Context: an optimization exercise on an open-source flow, tuned for small area. The choices shown serve that exercise and are no tape-out recipe.
Only simulation tests tie the RTL to the original design; equivalence was not proved.

==> flow/design.v <==
package alu_pkg;
    localparam int DATA_W    = 16;
    localparam int FRAC_W    = 10;
    localparam int INST_W    = 4;
    localparam int ACC_W_DEF = 36;    
    typedef logic signed [DATA_W-1:0] data_t;
    localparam data_t DATA_MAX = {1'b0, {(DATA_W-1){1'b1}}};    
    localparam data_t DATA_MIN = {1'b1, {(DATA_W-1){1'b0}}};    
    typedef enum logic [INST_W-1:0] {
        OP_ADD       = 0,
        OP_SUB       = 1,
        OP_MAC       = 2,
        OP_GRAY      = 4,
        OP_ROR       = 6,
        OP_CLZ       = 7,
        OP_TRANSPOSE = 9
    } op_e;
    localparam int MAT_N  = 8;
    localparam int ELEM_W = 2;
    typedef logic [$clog2(MAT_N)-1:0] idx_t;    
endpackage
`timescale 1ns/1ns
module alu (
    input  logic        i_clk,
    input  logic        i_rst_n,
    input  logic        i_in_valid,
    input  logic [3:0]  i_inst,
    input  logic [15:0] i_data_a,
    input  logic [15:0] i_data_b,
    output logic        o_busy,
    output logic        o_out_valid,
    output logic [15:0] o_data
);
    logic       tp;
    logic [2:0] cnt;
    logic       in_tp;
    logic       loading;
    logic       accept;
    assign in_tp   = (i_inst == 4'd9);
    assign loading = o_busy & tp & ~o_out_valid;
    assign accept  = i_in_valid & (~o_busy | loading);
    always_ff @(posedge i_clk or negedge i_rst_n) begin
        if (!i_rst_n) begin
            o_busy      <= 1'b0;
            o_out_valid <= 1'b0;
            tp          <= 1'b0;
            cnt         <= 3'd0;
        end else begin
            if (!o_busy) begin
                if (i_in_valid) begin
                    o_busy      <= 1'b1;
                    o_out_valid <= ~in_tp;
                    tp          <= in_tp;
                    if (in_tp) cnt <= cnt + 3'd1;
                end
            end else if (!tp) begin
                o_busy      <= 1'b0;
                o_out_valid <= 1'b0;
            end else if (!o_out_valid) begin
                if (i_in_valid) begin
                    cnt <= cnt + 3'd1;
                    if (cnt == 3'd7) o_out_valid <= 1'b1;
                end
            end else begin
                cnt <= cnt + 3'd1;
                if (cnt == 3'd7) begin
                    o_busy      <= 1'b0;
                    o_out_valid <= 1'b0;
                end
            end
        end
    end
    logic [15:0] w [8];
    logic        shift_col;
    assign shift_col = o_busy | in_tp;
    always_ff @(posedge i_clk) begin
        if (accept) begin
            w[7] <= i_data_a;
            w[6] <= shift_col ? w[7] : i_data_b;
            w[5][15:4] <= w[6][15:4];
            w[5][3:0]  <= shift_col ? w[6][3:0] : i_inst;
            for (int k = 0; k < 5; k++) w[k] <= w[k+1];
        end
    end
    logic [15:0] ra, rb;
    logic [3:0]  rop;
    assign ra  = w[7];
    assign rb  = w[6];
    assign rop = w[5][3:0];
    logic op_mac, op_addsub, op_sub;
    assign op_mac    = (rop == 4'd2);
    assign op_addsub = (rop[3:1] == 3'd0);
    assign op_sub    = rop[0];
    logic signed [15:0] m_a;
    logic signed [8:0]  m_b;
    logic signed [24:0] prod;
    logic        [36:0] x_add;
    logic               cin;
    logic        [36:0] sum;
    logic        [36:0] acc;
    logic               use_acc;
    assign m_a = o_busy ? ra : i_data_a;
    assign m_b = o_busy ? (op_mac ? {rb[15], rb[15:8]} : 9'd4) : {1'b0, i_data_b[7:0]};
    assign prod = m_a * m_b;
    assign use_acc = ~o_busy | op_mac;
    assign cin     = o_busy & ~op_mac & op_sub;
    assign x_add   = use_acc ? acc
                   : {{19{rb[15] ^ op_sub}}, rb ^ {16{op_sub}}, op_sub, op_sub};
    assign sum     = x_add + {{12{prod[24]}}, prod} + {36'd0, cin};
    logic [36:0] s2;
    logic        s2_mid_zero;
    logic        s2_hi, s2_lo;
    logic [36:0] acc_clamp;
    assign s2          = {sum[28:0], acc[36:29]};
    assign s2_mid_zero = (s2[34:9] == 26'd0);
    assign s2_hi       = ~s2[36] & s2[35] & ~s2_mid_zero;
    assign s2_lo       = s2[36] & (~s2[35] | s2_mid_zero);
    assign acc_clamp   = s2_hi ? {2'b01, 26'd0, 9'h1FF}
                       : s2_lo ? {2'b11, 25'd0, 1'b1, 9'd0}
                       : s2;
    logic mac_p1, mac_p2;
    assign mac_p1 = ~o_busy & i_in_valid & (i_inst == 4'd2);
    assign mac_p2 = o_busy & ~tp & op_mac;
    always_ff @(posedge i_clk or negedge i_rst_n) begin
        if (!i_rst_n) begin
            acc <= 37'd512;
        end else if (mac_p1) begin
            acc <= {sum[7:0], sum[36:8]};
        end else if (mac_p2) begin
            acc <= acc_clamp;
        end
    end
    logic [15:0] arith_res;
    logic        ovf;
    assign ovf       = ~((sum[28:17] == 12'd0) | (sum[28:17] == 12'hFFF));
    assign arith_res = ovf ? (sum[28] ? 16'h8000 : 16'h7FFF) : sum[17:2];
    logic [15:0] gray_res, ror_res, clz_res;
    logic [31:0] rot_wide;
    logic [4:0]  lz;
    assign gray_res = ra ^ (ra >> 1);
    assign rot_wide = {ra, ra} >> rb;
    assign ror_res  = rot_wide[15:0];
    always_comb begin
        lz = 5'd16;
        for (int i = 0; i < 16; i++) begin
            if (ra[i]) lz = 5'(15 - i);
        end
    end
    assign clz_res = {11'd0, lz};
    logic [15:0] row;
    always_comb begin
        for (int c = 0; c < 8; c++) begin
            row[15-2*c -: 2] = w[c][15-2*cnt -: 2];
        end
    end
    always_comb begin
        if (tp) begin
            o_data = row;
        end else begin
            case (rop)
                4'd0, 4'd1, 4'd2: o_data = arith_res;
                4'd4:             o_data = gray_res;
                4'd6:             o_data = ror_res;
                4'd7:             o_data = clz_res;
                default:          o_data = 16'd0;
            endcase
        end
    end
endmodule
Settings: LEC_CHECK=0, CAP_MARGIN=20, CORE_MARGIN=2, CORE_UTILIZATION=40, SLEW_MARGIN=20; clock period 11.0 ns.
run.sh (not shown) runs the stock make flow with config.mk's settings and CLKGATE_MAP_FILE= SYNTH_SCRIPT=/design/flow/synth_recipe.tcl, a recipe that flattens the netlist after the stock synthesis.
The baseline ran to the end with violations: negative setup slack.
Rerun with:
--- a/flow/design.v
+++ b/flow/design.v
@@ -91,22 +91,51 @@
     assign op_mac    = (rop == 4'd2);
     assign op_addsub = (rop[3:1] == 3'd0);
     assign op_sub    = rop[0];
-    logic signed [15:0] m_a;
-    logic signed [8:0]  m_b;
-    logic signed [24:0] prod;
-    logic        [36:0] x_add;
-    logic               cin;
-    logic        [36:0] sum;
-    logic        [36:0] acc;
-    logic               use_acc;
-    assign m_a = o_busy ? ra : i_data_a;
-    assign m_b = o_busy ? (op_mac ? {rb[15], rb[15:8]} : 9'd4) : {1'b0, i_data_b[7:0]};
-    assign prod = m_a * m_b;
+    logic [15:0] m_a;
+    logic [7:0]  m_b;
+    logic        m_sgn;
+    logic [36:0] x_add;
+    logic        cin;
+    logic [36:0] sum;
+    logic [36:0] acc;
+    logic        use_acc;
+    assign m_a   = o_busy ? ra : i_data_a;
+    assign m_b   = o_busy ? (op_mac ? rb[15:8] : 8'd4) : i_data_b[7:0];
+    assign m_sgn = o_busy;
+    logic [3:0]  bz_one, bz_two, bz_neg;
+    logic [16:0] pp   [4];
+    logic [36:0] prow [4];
+    logic [36:0] row4;
+    logic [36:0] negs;
+    logic        d4;
+    always_comb begin
+        for (int i = 0; i < 4; i++) begin
+            logic b0, b1, bm;
+            bm = (i == 0) ? 1'b0 : m_b[2*i-1];
+            b0 = m_b[2*i];
+            b1 = m_b[2*i+1];
+            bz_one[i] = b0 ^ bm;
+            bz_two[i] = (b1 & ~b0 & ~bm) | (~b1 & b0 & bm);
+            bz_neg[i] = b1;
+            for (int j = 0; j < 17; j++) begin
+                logic aj, ajm;
+                aj  = (j == 16) ? m_a[15] : m_a[j];
+                ajm = (j == 0) ? 1'b0 : m_a[j-1];
+                pp[i][j] = ((bz_one[i] & aj) | (bz_two[i] & ajm)) ^ bz_neg[i];
+            end
+            prow[i] = 37'({~pp[i][16], pp[i][15:0]}) << (2*i);
+        end
+        d4   = m_b[7] & ~m_sgn;
+        row4 = 37'({~(d4 & m_a[15]), {15{d4}} & m_a[14:0]}) << 8;
+        negs = 37'({bz_neg[3], 1'b0, bz_neg[2], 1'b0, bz_neg[1], 1'b0, bz_neg[0]});
+    end
+    localparam logic [36:0] K_SIGN = -(37'h1_0000 + 37'h4_0000 + 37'h10_0000 + 37'h40_0000 + 37'h80_0000);
     assign use_acc = ~o_busy | op_mac;
     assign cin     = o_busy & ~op_mac & op_sub;
     assign x_add   = use_acc ? acc
                    : {{19{rb[15] ^ op_sub}}, rb ^ {16{op_sub}}, op_sub, op_sub};
-    assign sum     = x_add + {{12{prod[24]}}, prod} + {36'd0, cin};
+    assign sum     = x_add + prow[0] + prow[1] + prow[2] + prow[3] + row4 + negs
+                   + K_SIGN + {36'd0, cin};
     logic [36:0] s2;
     logic        s2_mid_zero;
     logic        s2_hi, s2_lo;
What happened: The new run completed without violations; clock-buffer cell count is unchanged; setup slack is better by 1.5 ns; utilization falls by 0.69 points; final cell count rises slightly; hold slack is worse by 0.0048 ns; sequential cell count is unchanged.


alu, a different RTL version from the one above (not shown whole).
Size: about 170 flip-flops, roughly 57 I/O pins, ~15,000 um^2 of cells after synthesis.
==> flow/config.mk <==
export PLATFORM = sky130hd
export DESIGN_NAME = alu
export DESIGN_NICKNAME = alu
export VERILOG_FILES = /design/flow/design.v
export SDC_FILE = /design/flow/constraint.sdc
export NUM_CORES = 4
export LEC_CHECK = 0
export CAP_MARGIN = 20
export CORE_MARGIN = 2
export CORE_UTILIZATION = 40
export GPL_TIMING_DRIVEN = 0
export SLEW_MARGIN = 20
==> flow/constraint.sdc <==
create_clock -name core_clock -period 11.0 [get_ports {i_clk}]
set_input_delay 2.2000 -clock core_clock [delete_from_list [all_inputs] [get_ports {i_clk}]]
set_output_delay 2.2000 -clock core_clock [all_outputs]
set_load 0.01 [all_outputs]
standard.sh (not shown) runs the stock make flow with config.mk's settings and CLKGATE_MAP_FILE= SYNTH_SCRIPT=/design/flow/synth_recipe.tcl, a recipe that flattens the netlist after the stock synthesis.
==> flow/flow/run.sh <==
#!/bin/bash
set -euo pipefail
bash standard.sh "BUFFER_PORTS_ARGS=-buffer_cell sky130_fd_sc_hd__buf_2" finish > flow_make.log 2>&1
Edit:
--- a/flow/design.v
+++ b/flow/design.v
@@ -17,21 +17,22 @@
     } op_e;
     localparam int MAT_N  = 8;
     localparam int ELEM_W = 2;
     typedef logic [$clog2(MAT_N)-1:0] idx_t;    
 endpackage
 module alu_mac (
     input  logic [15:0] a,
     input  logic [8:0]  b,
     input  logic [36:0] x,
     input  logic        cin,
-    output logic [36:0] s
+    output logic [36:0] s,
+    output logic        ovf
 );
     logic one1;
     logic two2;
     logic neg3;
     logic pp4;
     logic pp5;
     logic pp6;
     logic pp7;
     logic pp8;
     logic pp9;
@@ -763,20 +764,24 @@
     assign cc[28] = bg38;
     assign cc[29] = bg61;
     assign cc[30] = bg46;
     assign cc[31] = bg62;
     assign cc[32] = bg34;
     assign cc[33] = bg63;
     assign cc[34] = bg47;
     assign cc[35] = bg64;
     assign cc[36] = bg39;
     assign s = p ^ cc;
+    logic q0, q1;
+    assign q0 = ~((p[18] ^ (r0[17] | r1[17])) | (p[19] ^ (r0[18] | r1[18])) | (p[20] ^ (r0[19] | r1[19])) | (p[21] ^ (r0[20] | r1[20])) | (p[22] ^ (r0[21] | r1[21])) | (p[23] ^ (r0[22] | r1[22])) | (p[24] ^ (r0[23] | r1[23])) | (p[25] ^ (r0[24] | r1[24])) | (p[26] ^ (r0[25] | r1[25])) | (p[27] ^ (r0[26] | r1[26])) | (p[28] ^ (r0[27] | r1[27])));
+    assign q1 = ~((p[18] ^ ~(r0[17] & r1[17])) | (p[19] ^ ~(r0[18] & r1[18])) | (p[20] ^ ~(r0[19] & r1[19])) | (p[21] ^ ~(r0[20] & r1[20])) | (p[22] ^ ~(r0[21] & r1[21])) | (p[23] ^ ~(r0[22] & r1[22])) | (p[24] ^ ~(r0[23] & r1[23])) | (p[25] ^ ~(r0[24] & r1[24])) | (p[26] ^ ~(r0[25] & r1[25])) | (p[27] ^ ~(r0[26] & r1[26])) | (p[28] ^ ~(r0[27] & r1[27])));
+    assign ovf = s[17] ? ~q1 : ~q0;
 endmodule
 `timescale 1ns/1ns
 module alu (
     input  logic        i_clk,
     input  logic        i_rst_n,
     input  logic        i_in_valid,
     input  logic [3:0]  i_inst,
     input  logic [15:0] i_data_a,
     input  logic [15:0] i_data_b,
     output logic        o_busy,
@@ -842,36 +847,38 @@
     logic op_mac, op_addsub, op_sub;
     assign op_mac    = (rop == 4'd2);
     assign op_addsub = (rop[3:1] == 3'd0);
     assign op_sub    = rop[0];
     logic [15:0] m_a;
     logic [8:0]  m_b;
     logic [36:0] x_add;
     logic        cin;
     logic [36:0] sum;
     logic [36:0] acc;
+    logic        ovf;       
     logic        use_acc;
     assign m_a   = o_busy ? ra : i_data_a;
     assign m_b   = o_busy ? (op_mac ? rb[15:7] : 9'd8) : {i_data_b[7:0], 1'b0};
     assign use_acc = ~o_busy | op_mac;
     assign cin     = o_busy & ~op_mac & op_sub;
     logic        acc_vld;
     logic [36:0] acc_rd;
     assign acc_rd  = acc_vld ? acc : 37'd512;
     assign x_add   = use_acc ? acc_rd
                    : {{19{rb[15] ^ op_sub}}, rb ^ {16{op_sub}}, op_sub, op_sub};
     alu_mac u_mac (
         .a   (m_a),
         .b   (m_b),
         .x   (x_add),
         .cin (cin),
-        .s   (sum)
+        .s   (sum),
+        .ovf (ovf)
     );
     logic [36:0] s2;
     logic        s2_mid_zero;
     logic        s2_hi, s2_lo;
     logic [36:0] acc_clamp;
     assign s2          = {sum[28:0], acc[36:29]};
     assign s2_mid_zero = (s2[34:9] == 26'd0);
     assign s2_hi       = ~s2[36] & s2[35] & ~s2_mid_zero;
     assign s2_lo       = s2[36] & (~s2[35] | s2_mid_zero);
     assign acc_clamp   = s2_hi ? {2'b01, 26'd0, 9'h1FF}
@@ -888,22 +895,20 @@
         end
     end
     always_ff @(posedge i_clk) begin
         if (mac_p1) begin
             acc <= {sum[7:0], sum[36:8]};
         end else if (mac_p2) begin
             acc <= acc_clamp;
         end
     end
     logic [15:0] arith_res;
-    logic        ovf;
-    assign ovf       = ~((sum[28:17] == 12'd0) | (sum[28:17] == 12'hFFF));
     assign arith_res = ovf ? (sum[28] ? 16'h8000 : 16'h7FFF) : sum[17:2];
     logic [15:0] gray_res, ror_res, clz_res;
     logic [31:0] rot_wide;
     logic [4:0]  lz;
     assign gray_res = ra ^ (ra >> 1);
     assign rot_wide = {ra, ra} >> rb;
     assign ror_res  = rot_wide[15:0];
     always_comb begin
         lz = 5'd16;
         for (int i = 0; i < 16; i++) begin
What happened: Critical path depth is lower by 3; cell area is lower by 0.35%; non-clock buffer count is lower by 22; worst setup slack gets better by 0.14 ns; maximum frequency is higher by about 1.3%; clock skew is lower by 0.0082 ns; routed wire length is higher by 2.9%.

static timing again, ports no longer ideal:
The flow's constraints put no driver on any port. The routed layouts listed below were extracted and timed again, unchanged, in two steps. Step 1 (the two cells are an assumption about what drives the block):
set clk [get_ports {i_clk}]
set_driving_cell -lib_cell sky130_fd_sc_hd__clkbuf_16 $clk
set_driving_cell -lib_cell sky130_fd_sc_hd__buf_2 [delete_from_list [all_inputs] $clk]
Step 2, shift: input delay + t, output delay - t, t = (earliest + latest rising clock arrival at the registers) / 2. This alone moves slack from input paths to output paths. a / b / c = ideal / step 1 / step 2; a / b = the first two.
| run | shift t [ns] | setup WS [ns] | latest minus earliest clock arrival (ns) | worst register clock-pin slew, ns | worst slew at a driven data input, ns |
|---|---|---|---|---|---|
| the first run of note 1 | 0.492 | -1.294 / -1.331 / -1.331 | 0.016 / 0.017 | 0.08 / 0.08 | 0.08 |
| the second run of note 1 | 0.493 | 0.170 / 0.094 / 0.094 | 0.016 / 0.016 | 0.09 / 0.09 | 0.07 |
| the first run of note 2 | 0.494 | 0.159 / 0.116 / 0.116 | 0.022 / 0.022 | 0.09 / 0.09 | 0.05 |
| the second run of note 2 | 0.498 | 0.301 / 0.267 / 0.267 | 0.014 / 0.014 | 0.08 / 0.08 | 0.05 |
The setup slack of the second run of note 1, which loses most, moves by -0.076 ns with the drivers and by -0.076 ns with both steps.
